What follows belongs to an exercise in optimizing a design on an open flow for small area and a short achievable clock period; a production flow would make more cautious choices.
The RTL was checked by simulation tests, not by an equivalence proof against the original design.
Power figures rest on the tool's default switching activity, not on a simulated workload.

## design.v

```verilog
module imem_prog_store #(
  parameter int                INST_W  = 9,
  parameter int                PC_W    = 8,
  parameter int                ADDR_W  = 8,
  parameter int                NPROG   = 4,
  parameter logic [INST_W-1:0] HALT_OP = '1,
  parameter int                SEL_W   = (NPROG > 1) ? $clog2(NPROG) : 1
) (
  input  logic              CLK,
  input  logic              reset_n,
  input  logic              clr,
  input  logic              ld_start,
  input  logic [SEL_W-1:0]  ld_slot,
  input  logic              ld_valid,
  input  logic [INST_W-1:0] ld_data,
  input  logic              ld_last,
  output logic              ld_ready,
  output logic              ld_err,
  input  logic              fetch_en,
  input  logic [SEL_W-1:0]  prog_sel,
  input  logic [PC_W-1:0]   PC,
  output logic              fetch_rdy,
  output logic [INST_W-1:0] inst,
  output logic              inst_vld
);
  logic              state;
  logic [INST_W-1:0] mem [2**ADDR_W];
  logic [ADDR_W:0]   fill_ptr;
  logic [NPROG-1:0]  slot_vld;
  logic [ADDR_W-1:0] base [NPROG];
  logic [PC_W-1:0]   lst  [NPROG];
  logic [PC_W-1:0]   cnt;
  logic [SEL_W-1:0]  cur_slot;
  logic              full;
  logic              beat;
  logic              fetch_hit;
  assign full      = fill_ptr[ADDR_W];
  assign fetch_rdy = !state;
  assign ld_ready  = state && !full;
  assign beat      = ld_valid && ld_ready;
  function automatic logic [1:0] cmp2(input logic [1:0] x, input logic [1:0] y);
    case ({x, y})
      4'h0, 4'h5, 4'hA, 4'hF:               cmp2 = 2'b01;
      4'h4, 4'h8, 4'h9, 4'hC, 4'hD, 4'hE:   cmp2 = 2'b10;
      default:                              cmp2 = 2'b00;
    endcase
  endfunction
  logic [15:0] foh;
  logic [3:0]  oh [4];
  imem_fetch_oh u_foh (.sel(prog_sel), .pc(PC), .b0(base[0]), .b1(base[1]), .b2(base[2]),
                       .b3(base[3]), .oh(foh));
  assign oh[0] = foh[3:0];
  assign oh[1] = foh[7:4];
  assign oh[2] = foh[11:8];
  assign oh[3] = foh[15:12];
  logic [PC_W-1:0] l;
  logic [1:0]      e [4];
  always_comb begin
    l = lst[prog_sel];
    for (int k = 0; k < 4; k++) e[k] = cmp2(PC[2*k+:2], l[2*k+:2]);
    fetch_hit = slot_vld[prog_sel] &&
                !(e[3][1] || e[3][0] && (e[2][1] || e[2][0] && (e[1][1] || e[1][0] && e[0][1])));
  end
  logic [INST_W-1:0] lv1 [64];
  logic [INST_W-1:0] lv2 [16];
  logic [INST_W-1:0] lv3 [4];
  for (genvar k = 0; k < 64; k++) begin : g_lv1
    for (genvar i = 0; i < INST_W; i++) begin : g_bit
      imem_sel4 u_sel (.o(oh[0]), .w({mem[4*k+3][i], mem[4*k+2][i], mem[4*k+1][i], mem[4*k][i]}),
                       .y(lv1[k][i]));
    end
  end
  for (genvar k = 0; k < 16; k++) begin : g_lv2
    for (genvar i = 0; i < INST_W; i++) begin : g_bit
      imem_sel4 u_sel (.o(oh[1]), .w({lv1[4*k+3][i], lv1[4*k+2][i], lv1[4*k+1][i], lv1[4*k][i]}),
                       .y(lv2[k][i]));
    end
  end
  for (genvar k = 0; k < 4; k++) begin : g_lv3
    for (genvar i = 0; i < INST_W; i++) begin : g_bit
      imem_sel4 u_sel (.o(oh[2]), .w({lv2[4*k+3][i], lv2[4*k+2][i], lv2[4*k+1][i], lv2[4*k][i]}),
                       .y(lv3[k][i]));
    end
  end
  logic [INST_W-1:0] nrd3 [4];
  logic [3:0]        roh3;
  logic [INST_W-1:0] nrdata;
  for (genvar i = 0; i < INST_W; i++) begin : g_lv4
    imem_sel4 u_sel (.o(roh3), .w({nrd3[3][i], nrd3[2][i], nrd3[1][i], nrd3[0][i]}),
                     .y(nrdata[i]));
  end
  assign inst = ~nrdata;
  always_ff @(posedge CLK) begin
    if (!clr && !state && fetch_en) begin
      for (int k = 0; k < 4; k++) nrd3[k] <= ~lv3[k];
    end
  end
  always_ff @(posedge CLK or negedge reset_n) begin
    if (!reset_n) begin
      roh3 <= '0;
    end else if (!clr && !state && fetch_en) begin
      roh3 <= oh[3] & {4{fetch_hit}};
    end
  end
  always_ff @(posedge CLK or negedge reset_n) begin
    if (!reset_n) begin
      state    <= 1'b0;
      fill_ptr <= '0;
      slot_vld <= '0;
      ld_err   <= 1'b0;
      inst_vld <= 1'b0;
    end else if (clr) begin
      state    <= 1'b0;
      fill_ptr <= '0;
      slot_vld <= '0;
      inst_vld <= 1'b0;
    end else if (!state) begin
      inst_vld <= fetch_en;
      if (ld_start) begin
        state             <= 1'b1;
        slot_vld[ld_slot] <= 1'b0;
      end
    end else begin
      inst_vld <= 1'b0;
      if (beat) begin
        fill_ptr <= fill_ptr + 1'b1;
        if (ld_last) begin
          state              <= 1'b0;
          slot_vld[cur_slot] <= 1'b1;
        end
      end else if (ld_valid) begin
        state  <= 1'b0;
        ld_err <= 1'b1;
      end
    end
  end
  always_ff @(posedge CLK) begin
    if (!clr) begin
      if (!state) begin
        if (ld_start) begin
          cur_slot      <= ld_slot;
          base[ld_slot] <= fill_ptr[ADDR_W-1:0];
          cnt           <= '0;
        end
      end else if (beat) begin
        cnt <= cnt + 1'b1;
        if (ld_last) lst[cur_slot] <= cnt;
      end
    end
  end
  always_ff @(posedge CLK) begin
    if (beat) mem[fill_ptr[ADDR_W-1:0]] <= ld_data;
  end
endmodule
module imem_sel4 (
  input  logic [3:0] o,
  input  logic [3:0] w,
  output logic       y
);
  assign y = |(w & o);
endmodule
module imem_fetch_oh (
  input  logic [1:0]  sel,
  input  logic [7:0]  pc,
  input  logic [7:0]  b0,
  input  logic [7:0]  b1,
  input  logic [7:0]  b2,
  input  logic [7:0]  b3,
  output logic [15:0] oh
);
  function automatic logic [3:0] rot(input logic [3:0] x, input logic [3:0] y);
    rot[0] = x[0] & y[0] | x[1] & y[3] | x[2] & y[2] | x[3] & y[1];
    rot[1] = x[0] & y[1] | x[1] & y[0] | x[2] & y[3] | x[3] & y[2];
    rot[2] = x[0] & y[2] | x[1] & y[1] | x[2] & y[0] | x[3] & y[3];
    rot[3] = x[0] & y[3] | x[1] & y[2] | x[2] & y[1] | x[3] & y[0];
  endfunction
  function automatic logic cy(input logic [3:0] x, input logic [3:0] y);
    cy = x[1] & y[3] | x[2] & (y[2] | y[3]) | x[3] & (y[1] | y[2] | y[3]);
  endfunction
  logic [3:0] ps;
  logic [3:0] pd [4];
  logic [7:0] b [4];
  logic [3:0] bd [4][4];      
  logic [3:0] bs [4];         
  logic [3:0] sd [4];         
  logic [3:0] g, t, c;
  always_comb begin
    b[0] = b0; b[1] = b1; b[2] = b2; b[3] = b3;
    ps = 4'b1 << sel;
    for (int k = 0; k < 4; k++) pd[k] = 4'b1 << pc[2*k+:2];
    for (int s = 0; s < 4; s++)
      for (int k = 0; k < 4; k++) bd[s][k] = 4'b1 << b[s][2*k+:2];
    for (int k = 0; k < 4; k++) begin
      bs[k] = bd[0][k] & {4{ps[0]}} | bd[1][k] & {4{ps[1]}} | bd[2][k] & {4{ps[2]}} |
              bd[3][k] & {4{ps[3]}};
      sd[k] = rot(bs[k], pd[k]);
      g[k]  = cy(bs[k], pd[k]);
      t[k]  = sd[k][3];
    end
    c[0] = 1'b0;
    c[1] = g[0];
    c[2] = g[1] | t[1] & g[0];
    c[3] = g[2] | t[2] & g[1] | t[2] & t[1] & g[0];
    oh[3:0] = rot(bd[0][0], pd[0]) & {4{ps[0]}} | rot(bd[1][0], pd[0]) & {4{ps[1]}} |
              rot(bd[2][0], pd[0]) & {4{ps[2]}} | rot(bd[3][0], pd[0]) & {4{ps[3]}};
    for (int k = 1; k < 4; k++) oh[4*k+:4] = c[k] ? {sd[k][2:0], sd[k][3]} : sd[k];
  end
endmodule
```

## run.sh

```bash
#!/bin/bash
# synth_recipe.tcl (not shown) runs the flow's synth.tcl, then flattens the netlist and writes it again
# the make line also repeats each setting of config.mk as NAME=value (left out here)
make -C /OpenROAD-flow-scripts/flow DESIGN_CONFIG=/design/flow/config.mk WORK_HOME=/design/flow/orfs CLKGATE_MAP_FILE= SYNTH_SCRIPT=/design/flow/synth_recipe.tcl finish
```

## config.mk

```make
export PLATFORM = sky130hd
export DESIGN_NAME = imem_prog_store
export DESIGN_NICKNAME = imem_prog_store
export VERILOG_FILES = /design/flow/design.v
export SDC_FILE = /design/flow/constraint.sdc
export NUM_CORES = 4
export LEC_CHECK = 0
export CAP_MARGIN = 20
export CORE_MARGIN = 2
export CORE_UTILIZATION = 55
export SETUP_SLACK_MARGIN = 2.5
export SLEW_MARGIN = 20
export SYNTH_HIERARCHICAL = 1
```

## constraint.sdc

```tcl
create_clock -name core_clock -period 5.5 [get_ports {CLK}]
set_input_delay 1.1000 -clock core_clock [delete_from_list [all_inputs] [get_ports {CLK}]]
set_output_delay 1.1000 -clock core_clock [all_outputs]
set_load 0.01 [all_outputs]
```

==> implementation parameters, run 1 <==
Parameter                              Value

Outcome
  Result of the run ... complete, no violations

Flow run
  MaxCap Viol Count ... 0

Placement
  Placer's final routability congestion estimate ... 0.864
  Post-detail-place hpwl ... 144 mm
  Post-place setup slack ... 0.324 ns
  Area after detailed placement ... 0.0970 mm^2
  Input/output buffers ... 40

Clock network
  Maximum level of the CTS H-tree ... 4
  Clock sink count ... 2434
  Worst-skew pair later-pin latency ... 0.87 ns
  Clock tree from TritonCTS ... done
  Max clock buf depth ... 3
  Total clock buffers created by CTS ... 234
  Hold-fix buffers at CTS ... 0
  Clock edge transition at the registers on the reported setup and hold paths ... 0.06 ns
  Clock tree root buffer cell ... sky130_fd_sc_hd__clkbuf_16

Floorplan
  Die footprint ... 0.170 mm^2
  Initial core utilization ... 55.4%
  Die Y-Extent ... 412 um
  Site row count ... 149
  Area of the core ... 0.165 mm^2
  Width of the die ... 412 um
  Total I/O pin count ... 41

Synth
  Count of state elements after synthesis ... 2434
  Share of the synthesized area in the top cell type ... 79.3%
  Top flip-flop cell by instance count after synthesis ... sky130_fd_sc_hd__edfxtp_1
  Yosys top cell by area ... sky130_fd_sc_hd__edfxtp_1
  Synthesis warning total ... 22
  Count of distinct cell types in the synthesized netlist ... 64
  Mapped Nets ... 5510
  Number of instances in the synthesized netlist ... 5477
  Share of synthesized area occupied by flip-flops and latches ... 79.8%
  Number of enable flip-flop cells after synthesis ... 2414
  Post-synthesis cell area ... 0.0914 mm^2
  Per-instance average area after synthesis ... 16.7 um^2
  Synth area leaders ... sky130_fd_sc_hd__edfxtp_1 79%, sky130_fd_sc_hd__a22oi_1 13%, sky130_fd_sc_hd__nand2_1 3.3%
  Fraction of synthesis flops using an asynchronous set or reset pin ... 0.822%

Setup path
  Cell breakdown of the critical path ... buf_6, buf_12, a22oi_2, nand2_2, inv_2, buf_6
  Worst EP arrival ... 2.39 ns
  Path type of the worst setup path ... flop to primary output
  Worst path top cell family by delay ... flip-flops
  Critical Path Source Type ... flop
  Depth of the worst register-to-register path ... 15
  Slowest cell on the critical path ... sky130_fd_sc_hd__dfrtp_4
  Setup crit end kind ... primary output
  Longest individual stage delay on the worst path ... 0.57 ns
  Worst EP required ... 4.40 ns
  Worst Path Buf+Inv ... 4
  Number of stages on the worst setup path ... 6
  Most Frequent Cell on Critical Path ... sky130_fd_sc_hd__buf_6
  Worst-path fanout max ... 5

GRT
  Overall fraction of global-route tracks in use ... 31.8%
  Initial antenna violation count ... 5
  Number of global-route vias before repair ... 54200
  Pin count of the biggest net entering global routing ... 138
  Global-route wire length before repair ... 388 mm
  Grt ovf ... 0

Cells and area
  Post-layout nets ... 6210
  Area of the multi-input gates ... 0.0214 mm^2
  Layout cells sized above 1 ... 25.2%
  Post-route standard cell area excluding fillers ... 0.112 mm^2
  Highest-count cells in the layout ignoring fill and taps ... 2414 x sky130_fd_sc_hd__edfxtp_1, 1130 x sky130_fd_sc_hd__a22oi_1, 726 x sky130_fd_sc_hd__nand2_1
  Number of fillers in the final layout ... 11100
  Footprint of the flip-flops and latches ... 0.0730 mm^2
  Most common cell after layout, fill and taps aside ... sky130_fd_sc_hd__edfxtp_1
  Area Growth Syn to Fin ... 22.6%

STA
  Worst max-slew margin expressed relative to the limit ... 30.7%
  Final Setup Violations ... 0
  Final number of max-transition violations ... 0
  Hold_ws ... 0.213 ns
  Period utilisation layout ... 63.5%
  Minimum clock period ... 3.49 ns
  RSZ-0062 raised after global routing ... true
  Final hold violations ... 0
  Actual transition at the worst max-transition pin ... 1.04 ns
  Upper clock frequency limit ... 286 MHz
  Setup slack of the critical path after layout ... 2.01 ns
  Clk_skew ... 0.0404 ns

Route
  Number of antenna-violating nets in the routed design ... 0
  Detailed-route DRC error count ... 0
  Count of vias placed by the detailed router ... 56700
  DRT iter0 DRCs ... 7591
  WL final ... 278 mm
  Pre-Repair DR Iteration Count ... 6
  Via density per instance ... 6.62
  Drt wl/cell ... 32.5 um

Power and ir drop
  Worst vdd ir ... 0.396 mV
  Cell leakage power ... 0.0370 uW
  Power Dens Cells ... 362 mW/mm^2

Min path
  HP Class ... input port to async pin
Yosys stat by module, one instance, submodules excluded:
module | flops+latches | cells inside
imem_sel4 | 0 | 3
imem_fetch_oh | 0 | 219
imem_prog_store | 2434 | 2963
per-layer routing:
| layer | track usage (%) | vias to the layer above | wire length, um |
|---|---|---|---|
| met5 | 0 | - | 55 |
| met4 | 11.1 | 8 | 10500 |
| met3 | 5.89 | 511 | 27400 |
| met2 | 48.9 | 3069 | 129000 |
| met1 | 46.1 | 29100 | 111000 |
| li1 | - | 24000 | - |
worst paths after layout:
| path | slack, ns | start | endpoint |
|---|---|---|---|
| setup reg to reg | 2.02 | base[1][0] | nrd3[1][5] |
| min in group core_clock | 0.46 | ld_err | ld_err |
| setup / recovery | 2.01 | roh3[0] | inst[5] |
| hold / removal | 0.21 | reset_n | fill_ptr[8] |
| max in group asynchronous | 4.90 | reset_n | roh3[1] |
| hold reg to reg | 0.46 | ld_err | ld_err |
state kept, by name (all words and copies together), names as in the netlist, 2 cells and up:
name / cells
fill_ptr: 9
slot_vld: 4
roh3: 4
lst: 32
base: 32
cur_slot: 2
cnt: 8
mem: 2304
nrd3: 36
what timing repair did:
action                                   CTS  global route
buffers inserted                          96            57
cloned                                    64            24
gates resized for setup                  854           242
endpoints found under the setup margin  2213          1148
pin swaps                                268           178
per-stage QoR:
step | total power, uW | TNS, ns | util [%] | std cells
floorplan | 22900 | -172.69 | - | 5477
global placement | 24200 | 0 | 58.8 | 7889
detailed placement | 24200 | 0 | 58.8 | 7889
CTS | 40200 | 0 | 66.7 | 8476
global route | 41600 | 0 | 67.9 | 8557
finish | 40600 | 0 | 67.9 | 8558
where the power goes:
group          leakage [uW]  internal, uW  switching [uW]  total [uW]
clock               0.00347          8460            6730       15200
combinational        0.0116          1820            3030        4860
sequential           0.0220         20500            66.1       20500
cells by family after synthesis:
logic type	after synthesis	share of synthesized area, %
and+or+nand+nor	1216	5.29
muxes	55	0.826
AOI/OAI and AO/OA	1606	13.2
DFF	2434	79.8
buffers and inverters	140	0.624
adders and majority gates	5	0.0684
xor gates and xnor gates	21	0.218
cells in the mapped netlist (all sizes together) (4+ instances only):
master / count
xor2: 9
buf: 17
a21oi: 15
clkbuf: 46
nor2: 296
o31ai: 4
nand4: 9
nand3b: 6
nand2: 807
a22oi: 1532
nand3: 33
nor2b: 9
a311oi: 5
and2: 4
nand2b: 11
dfrtp: 20
edfxtp: 2414
a31oi: 10
inv: 77
mux2i: 26
nor3: 17
and3: 6
o21ai: 17
mux4: 13
ha: 5
xnor2: 12
or2: 6
mux2: 16
cell type report:
cell class,instances,share of cell area [%]
Sequential cell,2434,65.1
Clock inverter,125,0.774
Antenna cell,1,0.00223
Clock buffer,302,5.58
Inverter,77,0.261
Multi-Input combinational cell,2905,19.1
Timing Repair Buffer,525,6.73
Tap cell,2189,2.44
==> inputs of run 2 (changes only) <==
--- a/config.mk
+++ b/config.mk
@@ -7,7 +7,7 @@
 export LEC_CHECK = 0
 export CAP_MARGIN = 20
 export CORE_MARGIN = 2
-export CORE_UTILIZATION = 55
+export CORE_UTILIZATION = 40
 export SETUP_SLACK_MARGIN = 2.5
 export SLEW_MARGIN = 20
 export SYNTH_HIERARCHICAL = 1
==> run 2 against run 1 <==
  * Still clean
  * First-iteration DRC count grew 1.6%
  * Maximum frequency shrank 0.74%
  * Final cell count grew 8.3%
  * Sequential share of layout area grew 0.63 points
  * Total power shrank 0.98%
  * Cell area shrank 0.95%
  * Hold slack gained 0.0038 ns
  * Synthesized cell count is the same
==> implementation parameters, run 2 <==
Parameter                              Value

Power and ir drop
  Seq pwr share ... 51.1%
  Part of the total power dissipated in the clock network ... 37.2%
  Power Internal ... 30300 uW
  Cell leakage power ... 0.0362 uW
  Worst vdd ir ... 0.302 mV
  Switching share of total power ... 24.7%
  Power Dens Cells ... 362 mW/mm^2
  Portion of total power attributed to combinational logic ... 11.7%
  Switching component of the power ... 9920 uW

Synth
  Leading post-synthesis cells by instance count ... 2414 x sky130_fd_sc_hd__edfxtp_1, 1531 x sky130_fd_sc_hd__a22oi_1, 807 x sky130_fd_sc_hd__nand2_1, 295 x sky130_fd_sc_hd__nor2_1, 77 x sky130_fd_sc_hd__inv_1
  Mapped Nets ... 5510
  Share of synthesized area occupied by flip-flops and latches ... 79.8%
  Synth area leaders ... sky130_fd_sc_hd__edfxtp_1 79%, sky130_fd_sc_hd__a22oi_1 13%, sky130_fd_sc_hd__nand2_1 3.3%
  Count of state elements after synthesis ... 2434
  Yosys top cell by area ... sky130_fd_sc_hd__edfxtp_1
  Post-synthesis cell area ... 0.0914 mm^2
  Count of distinct cell types in the synthesized netlist ... 64
  Share of the synthesized area in the top cell type ... 79.3%
  Number of enable flip-flop cells after synthesis ... 2414
  Leading cell type by number of instances after synthesis ... sky130_fd_sc_hd__edfxtp_1
  Number of instances in the synthesized netlist ... 5477
  Per-instance average area after synthesis ... 16.7 um^2
  Fraction of synthesis flops using an asynchronous set or reset pin ... 0.822%
  Top flip-flop cell by instance count after synthesis ... sky130_fd_sc_hd__edfxtp_1
  Synthesis warning total ... 22

Cells and area
  Area Growth Syn to Fin ... 21.4%
  Most common cell after layout, fill and taps aside ... sky130_fd_sc_hd__edfxtp_1
  Post-layout nets ... 6106
  Layout cells sized above 1 ... 22.1%
  Highest-count cells in the layout ignoring fill and taps ... 2414 x sky130_fd_sc_hd__edfxtp_1, 1258 x sky130_fd_sc_hd__a22oi_1, 740 x sky130_fd_sc_hd__nand2_1
  Max FFs per register ... 2304
  Post-route standard cell area excluding fillers ... 0.111 mm^2

Clock network
  Clock sink count ... 2434
  Worst-skew pair later-pin latency ... 0.87 ns
  Maximum level of the CTS H-tree ... 4
  Clock tree from TritonCTS ... done
  Total clock buffers created by CTS ... 229
  Max clock buf depth ... 3
  Clock edge transition at the registers on the reported setup and hold paths ... 0.07 ns
  Clock tree root buffer cell ... sky130_fd_sc_hd__clkbuf_16

Min path
  HP Class ... input port to async pin

Route
  Number of antenna-violating nets in the routed design ... 0
  Drt wl/cell ... 30.0 um
  Detailed-route DRC error count ... 0
  Pre-Repair DR Iteration Count ... 6
  Via density per instance ... 6.08
  DRT iter0 DRCs ... 7712
  WL final ... 278 mm
  Count of vias placed by the detailed router ... 56300

Placement
  Area after detailed placement ... 0.0981 mm^2
  Post-detail-place hpwl ... 148 mm
  Input/output buffers ... 40
  Placer's final routability congestion estimate ... 0.863

Setup path
  Worst EP required ... 6.24 ns
  Setup crit end kind ... flop
  Worst-path fanout max ... 14
  Worst EP arrival ... 4.26 ns
  Critical Path Source Type ... input port
  Path type of the worst setup path ... input port to flop
  Register-to-register path setup slack ... 2.00 ns

STA
  Actual transition at the worst max-transition pin ... 1.06 ns
  Clk_skew ... 0.0414 ns
  RSZ-0062 raised after global routing ... true
  Minimum clock period ... 3.52 ns
  Final hold violations ... 0
  Final number of max-transition violations ... 0
  Upper clock frequency limit ... 284 MHz
  Worst max-slew margin expressed relative to the limit ... 29.5%
  Setup TNS ... 0 ns
  Final Setup Violations ... 0
  Period utilisation layout ... 64.0%

Floorplan
  Die Y-Extent ... 482 um
  Width of the die ... 482 um
  Die footprint ... 0.232 mm^2
  Area of the core ... 0.227 mm^2
  Total I/O pin count ... 41
  Site row count ... 175
  Initial core utilization ... 40.2%

GRT
  Initial antenna violation count ... 7
  Global-route wire length before repair ... 391 mm
  Number of global-route vias before repair ... 54100
  Overall fraction of global-route tracks in use ... 23.2%
  Grt ovf ... 0
  Pin count of the biggest net entering global routing ... 141

Flow run
  MaxCap Viol Count ... 0

Outcome
  Result of the run ... complete, no violations
==> run 2: changes by cell type in the layout (fill, tap and decap cells not counted), moves of 14 or more <==
cell,previous run,this run
sky130_fd_sc_hd__a22oi_1,1130,1258
sky130_fd_sc_hd__a22oi_2,402,274
sky130_fd_sc_hd__buf_16,85,66
sky130_fd_sc_hd__buf_4,245,196
sky130_fd_sc_hd__buf_6,51,27
sky130_fd_sc_hd__clkinv_1,74,60
sky130_fd_sc_hd__nand2_1,726,740
sky130_fd_sc_hd__nand2_2,80,66
sky130_fd_sc_hd__nor2_1,101,78
sky130_fd_sc_hd__nor2_2,153,173
==> run 2: per-layer routing <==
metal  track usage [%]  wire, um  vias up
met5                 0        12        -
met4              8.33     10100        2
met3              4.17     28500      523
met2              35.8    128000     3059
met1              32.9    111000    29000
li1                  -         -    23700
==> run 2: power by group through the flow <==
stage	logic, uW	clock network (uW)	registers, uW
2_1_floorplan	2040	0	20900
3_3_place_gp	3380	0	20900
3_5_place_dp	3410	0	20900
4_1_cts	4370	15100	20500
5_1_grt	4900	15800	20500
6_report	4710	15000	20500
==> run 2: kinds of logic (layout without fill, tap and decap cells) <==
| logic type | Yosys count | count (layout) | share of synthesized area (%) |
|---|---|---|---|
| AO/OA/AOI/OAI | 1606 | 1606 | 13.2 |
| AND/OR/NAND/NOR | 1216 | 1216 | 5.29 |
| buffers and inverters | 140 | 922 | 0.624 |
| XOR/XNOR | 21 | 21 | 0.218 |
| other | 0 | 3 | 0 |
| adder cells (fa/ha/maj) | 5 | 5 | 0.0684 |
| multiplexers | 55 | 55 | 0.826 |
| flip-flops | 2434 | 2434 | 79.8 |
==> run 2: area by class of cell <==
type,count,area (um^2)
Clock buffer,294,6040
Clock inverter,123,911
Multi-Input combinational cell,2903,20700
Sequential cell,2434,73000
Timing Repair Buffer,428,6300
Tap cell,3009,3760
Antenna cell,3,7.51
Fill cell,18700,116000
Inverter,77,294
==> run 2: per-stage QoR <==
step	std cells	hold slack [ns]	power [uW]	worst slack, ns	utilization [%]
2_1_floorplan	5477	0.474	22900	-4.80	-
3_3_place_gp	8692	0.460	24300	0.646	43.2
3_5_place_dp	8692	0.485	24300	0.593	43.2
4_1_cts	9238	0.499	39900	2.08	48.2
5_1_grt	9269	0.211	41200	1.94	48.8
6_report	9271	0.217	40200	1.98	48.8
==> run 2: path summary, 6_finish.rpt <==
| kind | startpoint | to | depth (start not counted) |
|---|---|---|---|
| hold / removal | reset_n | inst_vld | 1 |
| setup reg to reg | base[2][1] | nrd3[2][5] | 15 |
| setup / recovery | prog_sel[1] | nrd3[2][5] | 17 |
| max in group asynchronous | reset_n | roh3[2] | 1 |
| min in group core_clock | ld_err | ld_err | 1 |
| hold reg to reg | ld_err | ld_err | 1 |
==> run 2: timing repair <==
action,in CTS,in global routing
cloned,51,16
setup buffers,78,14
endpoints found under the setup margin,2103,972
resized for setup,670,201
hold buffers,0,0
pin swaps,109,92
==> run 2: critical path, cell delays in order <==
cell and delay [ns]:
sky130_fd_sc_hd__buf_16 0.14, sky130_fd_sc_hd__nor2b_4 0.14, sky130_fd_sc_hd__and3_4 0.18, sky130_fd_sc_hd__a311o_1 0.38
sky130_fd_sc_hd__a221o_2 0.44, sky130_fd_sc_hd__buf_12 0.16, sky130_fd_sc_hd__mux2i_4 0.24, sky130_fd_sc_hd__mux2i_4 0.16
sky130_fd_sc_hd__buf_12 0.20, sky130_fd_sc_hd__buf_12 0.15, sky130_fd_sc_hd__buf_12 0.13, sky130_fd_sc_hd__buf_16 0.14
sky130_fd_sc_hd__a22oi_1 0.24, sky130_fd_sc_hd__nand2_1 0.11, sky130_fd_sc_hd__a22oi_1 0.19, sky130_fd_sc_hd__nand2_1 0.08
sky130_fd_sc_hd__inv_1 0.06
==> run 2: Yosys stat by module (local to each module, per instance) <==
module / copies in the design / flip-flops and latches / cells / cell area [um^2]
imem_sel4: 765 / 0 / 3 / 18.8
imem_prog_store: 1 / 2434 / 2963 / 75500
imem_fetch_oh: 1 / 0 / 219 / 1560
==> inputs of run 3 (changes only) <==
--- a/config.mk
+++ b/config.mk
@@ -8,6 +8,6 @@
 export CAP_MARGIN = 20
 export CORE_MARGIN = 2
 export CORE_UTILIZATION = 40
-export SETUP_SLACK_MARGIN = 2.5
+export SETUP_SLACK_MARGIN = 3.5
 export SLEW_MARGIN = 20
 export SYNTH_HIERARCHICAL = 1
==> run 3 against run 2 <==
  * Critical endpoint is now nrd3[1][6]
  * Via count up 9.2%
  * Largest power group unchanged
  * Sequential share of layout area shrank 7.4 points
  * Still clean
  * Non-clock buffer count grew 629
==> implementation parameters, run 3 <==
Parameter                              Value

Setup path
  Cell breakdown of the critical path ... buf_4, buf_4, xnor2_2, nor3_2, a21oi_2, o32ai_2, a211oi_2, a31oi_4, buf_12, buf_4, buf_12, a22oi_2, nand2_1, a22oi_2, nand2_2, a22oi_2, nand2_1, inv_1
  Reg-to-reg critical path startpoint ... base[0][0]
  Register-to-register path setup slack ... 1.97 ns
  Worst EP arrival ... 4.29 ns
  Worst Path Buf+Inv ... 6
  Worst path top cell family by delay ... compound AO/OA/AOI/OAI gates
  Depth of the worst register-to-register path ... 18
  Slowest cell on the critical path ... sky130_fd_sc_hd__edfxtp_1
  Worst EP required ... 6.26 ns
  Longest individual stage delay on the worst path ... 0.43 ns
  Setup crit end kind ... flop
  Critical Path Source Type ... flop
  Path type of the worst setup path ... flop to flop
  Worst-path fanout max ... 71
  FF-to-FF End ... nrd3[1][6]

STA
  Final Setup Violations ... 0
  Worst max-slew margin expressed relative to the limit ... 25.7%
  Actual transition at the worst max-transition pin ... 1.11 ns
  Clk_skew ... 0.0339 ns
  Period utilisation layout ... 64.1%
  RSZ-0062 raised after global routing ... true
  Upper clock frequency limit ... 284 MHz
  Setup slack of the critical path after layout ... 1.97 ns
  Final hold violations ... 0
  Final number of max-transition violations ... 0
  Minimum clock period ... 3.53 ns

Route
  Number of antenna-violating nets in the routed design ... 0
  Drt wl/cell ... 31.5 um
  Via density per instance ... 6.18
  Count of vias placed by the detailed router ... 61500
  WL final ... 313 mm
  Pre-Repair DR Iteration Count ... 8
  DRT iter0 DRCs ... 8472
  Detailed-route DRC error count ... 0

GRT
  Grt ovf ... 0
  Global-route wire length before repair ... 426 mm
  Overall fraction of global-route tracks in use ... 25.3%
  Initial antenna violation count ... 7
  Pin count of the biggest net entering global routing ... 129
  Number of global-route vias before repair ... 58700

Clock network
  Total clock buffers created by CTS ... 234
  Clock tree root buffer cell ... sky130_fd_sc_hd__clkbuf_16
  Worst-skew pair later-pin latency ... 0.90 ns
  Clock tree from TritonCTS ... done
  Max clock buf depth ... 3
  Clock edge transition at the registers on the reported setup and hold paths ... 0.07 ns
  Maximum level of the CTS H-tree ... 4
  Clock sink count ... 2434

Power and ir drop
  Power Dens Cells ... 335 mW/mm^2
  Worst vdd ir ... 0.271 mV
  Cell leakage power ... 0.0419 uW

Cells and area
  Post-layout nets ... 6763
  Layout cells sized above 1 ... 34.0%
  Most common cell after layout, fill and taps aside ... sky130_fd_sc_hd__edfxtp_1
  Area Growth Syn to Fin ... 36.9%
  Max FFs per register ... 2304
  Highest-count cells in the layout ignoring fill and taps ... 2414 x sky130_fd_sc_hd__edfxtp_1, 1048 x sky130_fd_sc_hd__a22oi_1, 731 x sky130_fd_sc_hd__nand2_1
  Final core utilization ... 55.1%

Synth
  Share of synthesized area occupied by flip-flops and latches ... 79.8%
  Yosys top cell by area ... sky130_fd_sc_hd__edfxtp_1
  Synthesis warning total ... 22
  Post-synthesis cell area ... 0.0914 mm^2
  Leading cell type by number of instances after synthesis ... sky130_fd_sc_hd__edfxtp_1
  Mapped Nets ... 5510
  Number of enable flip-flop cells after synthesis ... 2414
  Synth area leaders ... sky130_fd_sc_hd__edfxtp_1 79%, sky130_fd_sc_hd__a22oi_1 13%, sky130_fd_sc_hd__nand2_1 3.3%
  Count of state elements after synthesis ... 2434
  Per-instance average area after synthesis ... 16.7 um^2
  Fraction of synthesis flops using an asynchronous set or reset pin ... 0.822%
  Top flip-flop cell by instance count after synthesis ... sky130_fd_sc_hd__edfxtp_1
  Leading post-synthesis cells by instance count ... 2414 x sky130_fd_sc_hd__edfxtp_1, 1531 x sky130_fd_sc_hd__a22oi_1, 807 x sky130_fd_sc_hd__nand2_1, 295 x sky130_fd_sc_hd__nor2_1, 77 x sky130_fd_sc_hd__inv_1
  Count of distinct cell types in the synthesized netlist ... 64
  Number of instances in the synthesized netlist ... 5477
  Share of the synthesized area in the top cell type ... 79.3%

Floorplan
  Total I/O pin count ... 41
  Area of the core ... 0.227 mm^2
  Initial core utilization ... 40.2%
  Site row count ... 175
  Die Y-Extent ... 482 um
  Die footprint ... 0.232 mm^2
  Width of the die ... 482 um

Placement
  Input/output buffers ... 40
  Post-place setup slack ... 0.264 ns
  Placer's final routability congestion estimate ... 0.811
  Post-detail-place hpwl ... 143 mm

Outcome
  Result of the run ... complete, no violations

Min path
  HP Class ... input port to async pin

Flow run
  MaxCap Viol Count ... 0
[run 3: kinds of logic after synthesis]
| kind of cell | Yosys count | synth area share [%] |
|---|---|---|
| AO/OA/AOI/OAI | 1606 | 13.2 |
| adder cells (fa/ha/maj) | 5 | 0.0684 |
| buffers and inverters | 140 | 0.624 |
| multiplexers | 55 | 0.826 |
| flip-flops | 2434 | 79.8 |
| AND/OR/NAND/NOR | 1216 | 5.29 |
| XOR/XNOR | 21 | 0.218 |
[run 3: where the power goes]
group / internal [uW] / switching (uW)
Combinational: 1860 / 3250
Clock: 9180 / 7090
Sequential: 20500 / 62.7
[run 3: what timing repair did]
action                                  in CTS  in global routing
endpoints found under the setup margin    2475               2435
setup buffers                              604                111
hold buffers                                 0                  0
resized for setup                         1379                597
cloned                                     113                 36
pin swaps                                  468                330
[run 3: Yosys stat by module, one instance, submodules excluded]
module | area (um^2) | flops+latches | copies in the design
imem_sel4 | 18.8 | 0 | 765
imem_fetch_oh | 1560 | 0 | 1
imem_prog_store | 75500 | 2434 | 1
[run 3: layer usage]
metal / GRT usage, % / routed length [um] / up-vias / part of all wire [%]
met5: 0 / 28 / - / 0.0089
met3: 5.43 / 38500 / 758 / 12
li1: - / - / 25100 / -
met4: 10.5 / 15400 / 4 / 4.9
met1: 35.0 / 116000 / 31600 / 37
met2: 39.0 / 143000 / 4023 / 46
[run 3: per-stage QoR]
step / cell area [um^2] / total power [uW] / cells / TNS (ns) / hold WS (ns)
after floorplan: 92000 / 22900 / 5477 / -172.69 / 0.474
final: 125000 / 41900 / 9943 / 0 / 0.211
after detailed placement: 97900 / 24200 / 8639 / 0 / 0.458
after global placement: 97900 / 24200 / 8639 / 0 / 0.452
after global routing: 125000 / 42800 / 9942 / 0 / 0.229
after CTS: 121000 / 41300 / 9793 / 0 / 0.548
[run 3: worst max path at each step]
stage	startpoint	to	slack [ns]	depth (start not counted)
floorplan	prog_sel[0]	nrd3[0][0]	-4.80	15
global placement	PC[0]	nrd3[1][5]	0.34	13
detailed placement	PC[0]	nrd3[1][5]	0.26	13
CTS	roh3[0]	inst[3]	2.01	5
global route	base[1][1]	nrd3[0][7]	1.89	17
finish	base[0][0]	nrd3[1][6]	1.97	18
[run 3: worst register-to-register path, stage by stage, from the launching register on]
cell and delay (ns):
sky130_fd_sc_hd__edfxtp_1 0.43, sky130_fd_sc_hd__buf_4 0.17, sky130_fd_sc_hd__buf_4 0.13, sky130_fd_sc_hd__xnor2_2 0.17, sky130_fd_sc_hd__nor3_2 0.08, sky130_fd_sc_hd__a21oi_2 0.13
sky130_fd_sc_hd__o32ai_2 0.13, sky130_fd_sc_hd__a211oi_2 0.25, sky130_fd_sc_hd__a31oi_4 0.09, sky130_fd_sc_hd__buf_12 0.19, sky130_fd_sc_hd__buf_4 0.16, sky130_fd_sc_hd__buf_12 0.18
sky130_fd_sc_hd__a22oi_2 0.33, sky130_fd_sc_hd__nand2_1 0.08, sky130_fd_sc_hd__a22oi_2 0.22, sky130_fd_sc_hd__nand2_2 0.13, sky130_fd_sc_hd__a22oi_2 0.34, sky130_fd_sc_hd__nand2_1 0.13
sky130_fd_sc_hd__inv_1 0.08
[run 3: cell type report]
type                            instances  area (um^2)
Fill cell                           16700       102000
Sequential cell                      2434        73000
Multi-Input combinational cell       2926        23600
Timing Repair Buffer                 1057        16900
Clock buffer                          287         6130
Tap cell                             3009         3760
Clock inverter                        150         1530
Inverter                               77          295
Antenna cell                            3         7.51

[afterwards: timing with drivers on the ports]
The flow's constraints put no driver on any port. The routed layouts listed below were extracted and timed again, unchanged, in two steps. Step 1, drivers: a clkbuf_16 drives CLK and a buf_2 each remaining input, both assumed. Step 2, shift: input delay + t, output delay - t, t = (earliest + latest rising clock arrival at the registers) / 2. This alone moves slack from input paths to output paths. Slacks: ideal / step 1 / step 2; pairs: ideal / step 1.
run | shift t [ns] | slack for setup (ns) | worst setup path at the end | worst slew at a driven data input, ns
run 1 | 0.943 | 2.007 / 1.918 / 1.106 | input to register | 0.14
run 2 | 0.943 | 1.981 / 1.971 / 1.029 | input to register | 0.15
run 3 | 0.993 | 1.975 / 1.875 / 1.068 | input to register | 0.08
After both steps setup and hold are still met in every run listed. For run 2, which loses most, drivers alone change the setup slack by -0.010 ns; drivers and shift together by -0.952 ns.
